Background: an optimization exercise with open tools, aiming at small area, a short achievable clock period and few clock cycles per item. Do not read the settings as production practice.
RTL that was checked went through simulation tests only; none was proved equivalent to the original.

==> trial 84 <==
==> flow/design.v <==
package mexp_pkg;
    localparam int OPERAND_WIDTH_DEF = 32;
endpackage
module modular_exponentiation_core #(
    parameter int OPERAND_WIDTH = mexp_pkg::OPERAND_WIDTH_DEF
) (
    input  logic                            clk,
    input  logic                            rst_n,
    input  logic                            start,
    output logic                            busy,
    input  logic signed [OPERAND_WIDTH-1:0] base_value,
    input  logic        [OPERAND_WIDTH-1:0] exponent,
    input  logic        [OPERAND_WIDTH-1:0] modulus,
    output logic        [OPERAND_WIDTH-1:0] power_result,
    output logic                            modulus_zero,
    output logic                            done
);
    localparam int W  = 32;
    localparam int AW = 33;    
    localparam int TB = 26;    
    typedef enum logic [3:0] {
        S_IDLE  = 4'd0,
        S_NORM  = 4'd1,
        S_EXPZ  = 4'd2,
        S_MUL   = 4'd3,
        S_CONV  = 4'd4,
        S_FIX   = 4'd5,
        S_FCONV = 4'd6,
        S_SHR   = 4'd7,
        S_DONE  = 4'd8
    } state_t;
    state_t          st;
    logic [W-1:0]    n_reg;      
    logic [W-1:0]    e_reg;      
    logic [W-1:0]    b_reg;      
    logic [AW-1:0]   r_reg;      
    logic [AW-1:0]   s_reg;      
    logic [AW-1:0]   c_reg;      
    logic [4:0]      sh_reg;     
    logic [4:0]      j_reg;      
    logic [4:0]      ec_reg;     
    logic            first_reg;  
    logic            sq_reg;     
    logic            ybit_reg;   
    logic            mz_reg;     
    logic            fix;
    logic            dh, dl;         
    logic [AW:0]     a34;            
    logic [AW:0]     da;             
    logic            da_cin;
    logic [AW:0]     s2, c2;         
    logic [7:0]      h;              
    logic [6:0]      nt;             
    logic signed [9:0] t3n, t1n;     
    logic signed [8:0] th1, th2, th3, th4;
    logic signed [8:0] hs;
    logic            q1, q2, q3, q4;
    logic            x_zero, x_two, x_inv;
    logic [AW-1:0]   xq;             
    logic [AW-1:0]   r1s, r1c, r2s, r2c;
    assign fix = (st == S_FIX);
    always_comb
    begin
        if (fix)
        begin
            dh = 1'b0;
            dl = 1'b1;
        end
        else if (first_reg)
        begin
            dh = sq_reg ? r_reg[32] : b_reg[31];
            dl = sq_reg ? r_reg[31] : b_reg[31];
        end
        else
        begin
            dh = 1'b0;
            dl = ybit_reg;
        end
    end
    assign a34 = {r_reg[32], r_reg};
    always_comb
    begin
        case ({dh, dl})
            2'b01:   da = a34;
            2'b11:   da = ~a34;
            2'b10:   da = ~{r_reg, 1'b0};
            default: da = '0;
        endcase
    end
    assign da_cin = dh;
    assign s2 = first_reg || fix ? '0 : {s_reg, 1'b0};
    assign c2 = first_reg || fix ? '0 : {c_reg, 1'b0};
    assign h  = s2[33:26] + c2[33:26] + da[33:26];
    assign hs = {h[7], h};
    assign nt = n_reg[31:25];
    assign t1n = $signed({3'b000, nt}) - 10'sd3;
    assign t3n = $signed({2'b00, nt, 1'b0}) + $signed({3'b000, nt}) - 10'sd3;
    always_comb
    begin
        if (fix)
        begin
            th1 = -9'sd256;
            th2 = 9'sd0;
            th3 = 9'sd255;
            th4 = 9'sd255;
        end
        else
        begin
            th1 = 9'((-t3n - 10'sd6) >>> 2);
            th2 = 9'((-t1n - 10'sd6) >>> 2);
            th3 = 9'(t1n >>> 2);
            th4 = 9'(t3n >>> 2);
        end
    end
    assign q1 = (hs >= th1);
    assign q2 = (hs >= th2);
    assign q3 = (hs >= th3);
    assign q4 = (hs >= th4);
    assign x_zero = q2 & ~q3;
    assign x_two  = ~q1 | q4;
    assign x_inv  = q3;
    assign xq = x_zero ? '0 :
                ((x_two ? {n_reg, 1'b0} : {1'b0, n_reg}) ^ {AW{x_inv}});
    assign r1s = s2[AW-1:0] ^ c2[AW-1:0] ^ da[AW-1:0];
    assign r1c = {(s2[AW-2:0] & c2[AW-2:0]) | (s2[AW-2:0] & da[AW-2:0]) |
                  (c2[AW-2:0] & da[AW-2:0]), da_cin};
    assign r2s = r1s ^ r1c ^ xq;
    assign r2c = {(r1s[AW-2:0] & r1c[AW-2:0]) | (r1s[AW-2:0] & xq[AW-2:0]) |
                  (r1c[AW-2:0] & xq[AW-2:0]), x_inv};
    logic [AW-1:0] sum;
    logic [AW-1:0] one_s;
    logic [4:0]    s_end;
    logic          last_step;
    logic [4:0]    jm1;
    logic [31:0]   yw;
    assign sum = s_reg + c_reg;
    always_comb
    begin
        one_s = '0;
        if (sh_reg != 5'd31)
            one_s[sh_reg] = 1'b1;
    end
    assign s_end     = sq_reg ? sh_reg : 5'd0;
    assign last_step = (j_reg == s_end);
    assign jm1       = j_reg - 5'd1;
    assign yw        = {1'b0, (sq_reg ? r_reg[30:0] : b_reg[30:0])};
    always_ff @(posedge clk or negedge rst_n)
    begin
        if (!rst_n)
            st <= S_IDLE;
        else
        begin
            case (st)
                S_IDLE, S_DONE:
                    st <= start ? S_NORM : S_IDLE;
                S_NORM:
                    if (n_reg == '0)
                        st <= S_DONE;
                    else if (n_reg[31])
                        st <= S_EXPZ;
                S_EXPZ:
                    if (e_reg[31])
                        st <= S_MUL;
                    else if (ec_reg == 5'd0)
                        st <= S_FIX;
                S_MUL:
                    if (last_step)
                        st <= S_CONV;
                S_CONV:
                    if ((!sq_reg || !e_reg[31]) && ec_reg == 5'd0)
                        st <= S_FIX;
                    else
                        st <= S_MUL;
                S_FIX:
                    st <= S_FCONV;
                S_FCONV:
                    st <= (sh_reg == 5'd0) ? S_DONE : S_SHR;
                S_SHR:
                    if (sh_reg == 5'd1)
                        st <= S_DONE;
                default:
                    st <= S_IDLE;
            endcase
        end
    end
    always_ff @(posedge clk)
    begin
        s_reg <= r2s;
        c_reg <= r2c;
        case (st)
            S_IDLE, S_DONE:
            begin
                n_reg  <= modulus;
                e_reg  <= exponent;
                b_reg  <= base_value;
                sh_reg <= 5'd0;
            end
            S_NORM:
            begin
                mz_reg <= (n_reg == '0);
                ec_reg <= 5'd31;
                if (!n_reg[31])
                begin
                    n_reg  <= {n_reg[30:0], 1'b0};
                    sh_reg <= sh_reg + 5'd1;
                end
                else
                    r_reg <= one_s;
            end
            S_EXPZ:
            begin
                if (e_reg[31])
                begin
                    sq_reg    <= 1'b0;
                    first_reg <= 1'b1;
                    j_reg     <= 5'd31;
                end
                else
                begin
                    e_reg  <= {e_reg[30:0], 1'b0};
                    ec_reg <= ec_reg - 5'd1;
                end
            end
            S_MUL:
            begin
                first_reg <= 1'b0;
                j_reg     <= jm1;
                ybit_reg  <= yw[jm1];
            end
            S_CONV:
            begin
                r_reg     <= sum;
                first_reg <= 1'b1;
                j_reg     <= 5'd31;
                if (sq_reg && e_reg[31])
                    sq_reg <= 1'b0;
                else
                begin
                    sq_reg <= 1'b1;
                    e_reg  <= {e_reg[30:0], 1'b0};
                    ec_reg <= ec_reg - 5'd1;
                end
            end
            S_FCONV:
                r_reg <= sum;
            S_SHR:
            begin
                r_reg  <= {1'b0, r_reg[AW-1:1]};
                sh_reg <= sh_reg - 5'd1;
            end
            default: ;
        endcase
    end
    assign busy         = (st != S_IDLE) && (st != S_DONE);
    assign done         = (st == S_DONE);
    assign power_result = mz_reg ? '0 : r_reg[W-1:0];
    assign modulus_zero = mz_reg;
endmodule
==> flow/run.sh <==
#!/bin/bash
# synth_recipe.tcl (not shown) runs the flow's synth.tcl, then flattens the netlist and writes it again
# the make line also repeats each setting of config.mk as NAME=value (left out here)
make -C /OpenROAD-flow-scripts/flow DESIGN_CONFIG=/design/flow/config.mk WORK_HOME=/design/flow/orfs CLKGATE_MAP_FILE= SYNTH_SCRIPT=/design/flow/synth_recipe.tcl finish
==> flow/config.mk <==
export PLATFORM = sky130hd
export DESIGN_NAME = modular_exponentiation_core
export DESIGN_NICKNAME = modular_exponentiation_core
export VERILOG_FILES = /design/flow/design.v
export SDC_FILE = /design/flow/constraint.sdc
export NUM_CORES = 4
export LEC_CHECK = 0
export CAP_MARGIN = 20
export CORE_MARGIN = 2
export CORE_UTILIZATION = 40
export SLEW_MARGIN = 20
==> flow/constraint.sdc <==
create_clock -name core_clock -period 9.0 [get_ports {clk}]
set_input_delay 1.8000 -clock core_clock [delete_from_list [all_inputs] [get_ports {clk}]]
set_output_delay 1.8000 -clock core_clock [all_outputs]
set_load 0.01 [all_outputs]
==> build 54: changes against trial 84 <==
--- a/flow/design.v
+++ b/flow/design.v
@@ -18,4 +18,4 @@
     localparam int W  = 32;
-    localparam int AW = 33;    
-    localparam int TB = 26;    
+    localparam int AW = 34;    
+    localparam int RW = 33;    
     typedef enum logic [3:0] {
@@ -35,3 +35,3 @@
     logic [W-1:0]    b_reg;      
-    logic [AW-1:0]   r_reg;      
+    logic [RW-1:0]   r_reg;      
     logic [AW-1:0]   s_reg;      
@@ -47,3 +47,3 @@
     logic            dh, dl;         
-    logic [AW:0]     a34;            
+    logic [AW:0]     a35;            
     logic [AW:0]     da;             
@@ -51,8 +51,7 @@
     logic [AW:0]     s2, c2;         
-    logic [7:0]      h;              
     logic [6:0]      nt;             
-    logic signed [9:0] t3n, t1n;     
+    logic signed [9:0] t3n, t1n;
     logic signed [8:0] th1, th2, th3, th4;
-    logic signed [8:0] hs;
-    logic            q1, q2, q3, q4;
+    logic [8:0]      e1u, e1v;       
+    logic [3:0]      qq;
     logic            x_zero, x_two, x_inv;
@@ -79,3 +78,3 @@
     end
-    assign a34 = {r_reg[32], r_reg};
+    assign a35 = {{2{r_reg[32]}}, r_reg};
     always_comb
@@ -83,5 +82,5 @@
         case ({dh, dl})
-            2'b01:   da = a34;
-            2'b11:   da = ~a34;
-            2'b10:   da = ~{r_reg, 1'b0};
+            2'b01:   da = a35;
+            2'b11:   da = ~a35;
+            2'b10:   da = ~{r_reg[32], r_reg, 1'b0};
             default: da = '0;
@@ -92,7 +91,5 @@
     assign c2 = first_reg || fix ? '0 : {c_reg, 1'b0};
-    assign h  = s2[33:26] + c2[33:26] + da[33:26];
-    assign hs = {h[7], h};
     assign nt = n_reg[31:25];
-    assign t1n = $signed({3'b000, nt}) - 10'sd3;
-    assign t3n = $signed({2'b00, nt, 1'b0}) + $signed({3'b000, nt}) - 10'sd3;
+    assign t1n = 10'({3'b000, nt}) - 10'd3;
+    assign t3n = 10'({2'b00, nt, 1'b0}) + 10'({3'b000, nt}) - 10'd3;
     always_comb
@@ -101,6 +98,6 @@
         begin
-            th1 = -9'sd256;
+            th1 = -9'sd200;
             th2 = 9'sd0;
-            th3 = 9'sd255;
-            th4 = 9'sd255;
+            th3 = 9'sd200;
+            th4 = 9'sd200;
         end
@@ -114,11 +111,23 @@
     end
-    assign q1 = (hs >= th1);
-    assign q2 = (hs >= th2);
-    assign q3 = (hs >= th3);
-    assign q4 = (hs >= th4);
-    assign x_zero = q2 & ~q3;
-    assign x_two  = ~q1 | q4;
-    assign x_inv  = q3;
+    assign e1u = s2[34:26] ^ c2[34:26] ^ da[34:26];
+    assign e1v = {(s2[33:26] & c2[33:26]) | (s2[33:26] & da[33:26]) |
+                  (c2[33:26] & da[33:26]), 1'b0};
+    function automatic logic est_ge(input logic [8:0] u, input logic [8:0] v,
+                                    input logic [8:0] th);
+        logic [8:0] k, u2, v2, z;
+        k  = ~th;       
+        u2 = u ^ v ^ k;
+        v2 = {(u[7:0] & v[7:0]) | (u[7:0] & k[7:0]) | (v[7:0] & k[7:0]), 1'b1};
+        z  = u2 + v2;
+        est_ge = !z[8];
+    endfunction
+    assign qq[0] = est_ge(e1u, e1v, th1);
+    assign qq[1] = est_ge(e1u, e1v, th2);
+    assign qq[2] = est_ge(e1u, e1v, th3);
+    assign qq[3] = est_ge(e1u, e1v, th4);
+    assign x_zero = qq[1] & ~qq[2];
+    assign x_two  = ~qq[0] | qq[3];
+    assign x_inv  = qq[2];
     assign xq = x_zero ? '0 :
-                ((x_two ? {n_reg, 1'b0} : {1'b0, n_reg}) ^ {AW{x_inv}});
+                ((x_two ? {1'b0, n_reg, 1'b0} : {2'b00, n_reg}) ^ {AW{x_inv}});
     assign r1s = s2[AW-1:0] ^ c2[AW-1:0] ^ da[AW-1:0];
@@ -129,4 +138,4 @@
                   (r1c[AW-2:0] & xq[AW-2:0]), x_inv};
-    logic [AW-1:0] sum;
-    logic [AW-1:0] one_s;
+    logic [RW-1:0] sum;
+    logic [RW-1:0] one_s;
     logic [4:0]    s_end;
@@ -135,3 +144,3 @@
     logic [31:0]   yw;
-    assign sum = s_reg + c_reg;
+    assign sum = RW'(s_reg + c_reg);
     always_comb
@@ -247,3 +256,3 @@
             begin
-                r_reg  <= {1'b0, r_reg[AW-1:1]};
+                r_reg  <= {1'b0, r_reg[RW-1:1]};
                 sh_reg <= sh_reg - 5'd1;
==> notes <==
Build 54 passed the timing, DRC and antenna checks. Trial 84 completed without violations. In build 54 the non-clock buffer count is higher than in trial 84, by 6. In trial 84 the critical path depth is higher than in build 54, by 9. In trial 84 the via count is lower than in build 54, by 5.6%. Count of clock-buffer cells in the layout: build 54 is lower than trial 84 (4). Worst setup slack: build 54 is higher than trial 84 (980 ps).
==> figures <==
metric                                                                            build 54                 trial 84
Total number of clock tree sinks                                                       220                      218
Total clock buffers created by CTS                                                      25                       26
CORE AREA                                                                      40800 sq um              38800 sq um
Post-Route M1 WL                                                             19900 microns            18400 microns
Worst Hold Path EP                                                               e_reg[13]                e_reg[28]
Fraction of final layout cells with drive strength greater than 1                   0.0607                   0.0647
Outcome                                                            complete, no violations  complete, no violations
Adder-Cell Fraction of Synth Area                                                    0.185                    0.159
Buffer and inverter count on the worst path                                              4                        3
Area enclosed by the die boundary                                              43100 sq um              41200 sq um
Placed wire-length estimate                                                  35700 microns            31900 microns
Well-tap cell count                                                                    532                      518
Synthesized area divided by synthesized cell count                              9.96 sq um               10.1 sq um
Origin of the critical flop-to-flop path                                             st[0]                    st[1]
Layout-to-synthesis area ratio                                                      1.157x                   1.164x
Stage delay of the slowest cell on the critical path                                900 ps                   780 ps
Count of inverters not on the clock network in the layout                              147                      114
Testbench counts of build 54, summed over its fixed seeds: cycles 287,762, items 192.
The RTL of trial 84 was laid out without a check of its function.

afterwards: timing with drivers on the ports:
Ports are ideal in the flow. The routed layouts listed here were re-timed in OpenROAD.
Step 1: set_driving_cell puts a clkbuf_16 on clk and a buf_2 on each other input, an assumption about the parent block.
Step 2 moves the port delays by t, midway between the first and last clock arrival at a register: inputs arrive t later, outputs are due t later. That takes back most of the time a late clock gives input paths.
Three values: ideal ports, drivers, drivers and shift; two values: the first two.
| run | t (ns) | slack for setup (ns) | worst hold slack (ns) | worst setup path after step 2 | clock arrival spread, ns |
|---|---|---|---|---|---|
| trial 84 | 0.603 | 0.875 / 0.875 / 0.875 | 0.543 / 0.543 / 0.543 | register to register | 0.016 / 0.017 |
| build 54 | 0.593 | 1.854 / 1.854 / 1.854 | 0.530 / 0.530 / 0.530 | register to register | 0.015 / 0.014 |
After both steps setup and hold are still met in every run listed.
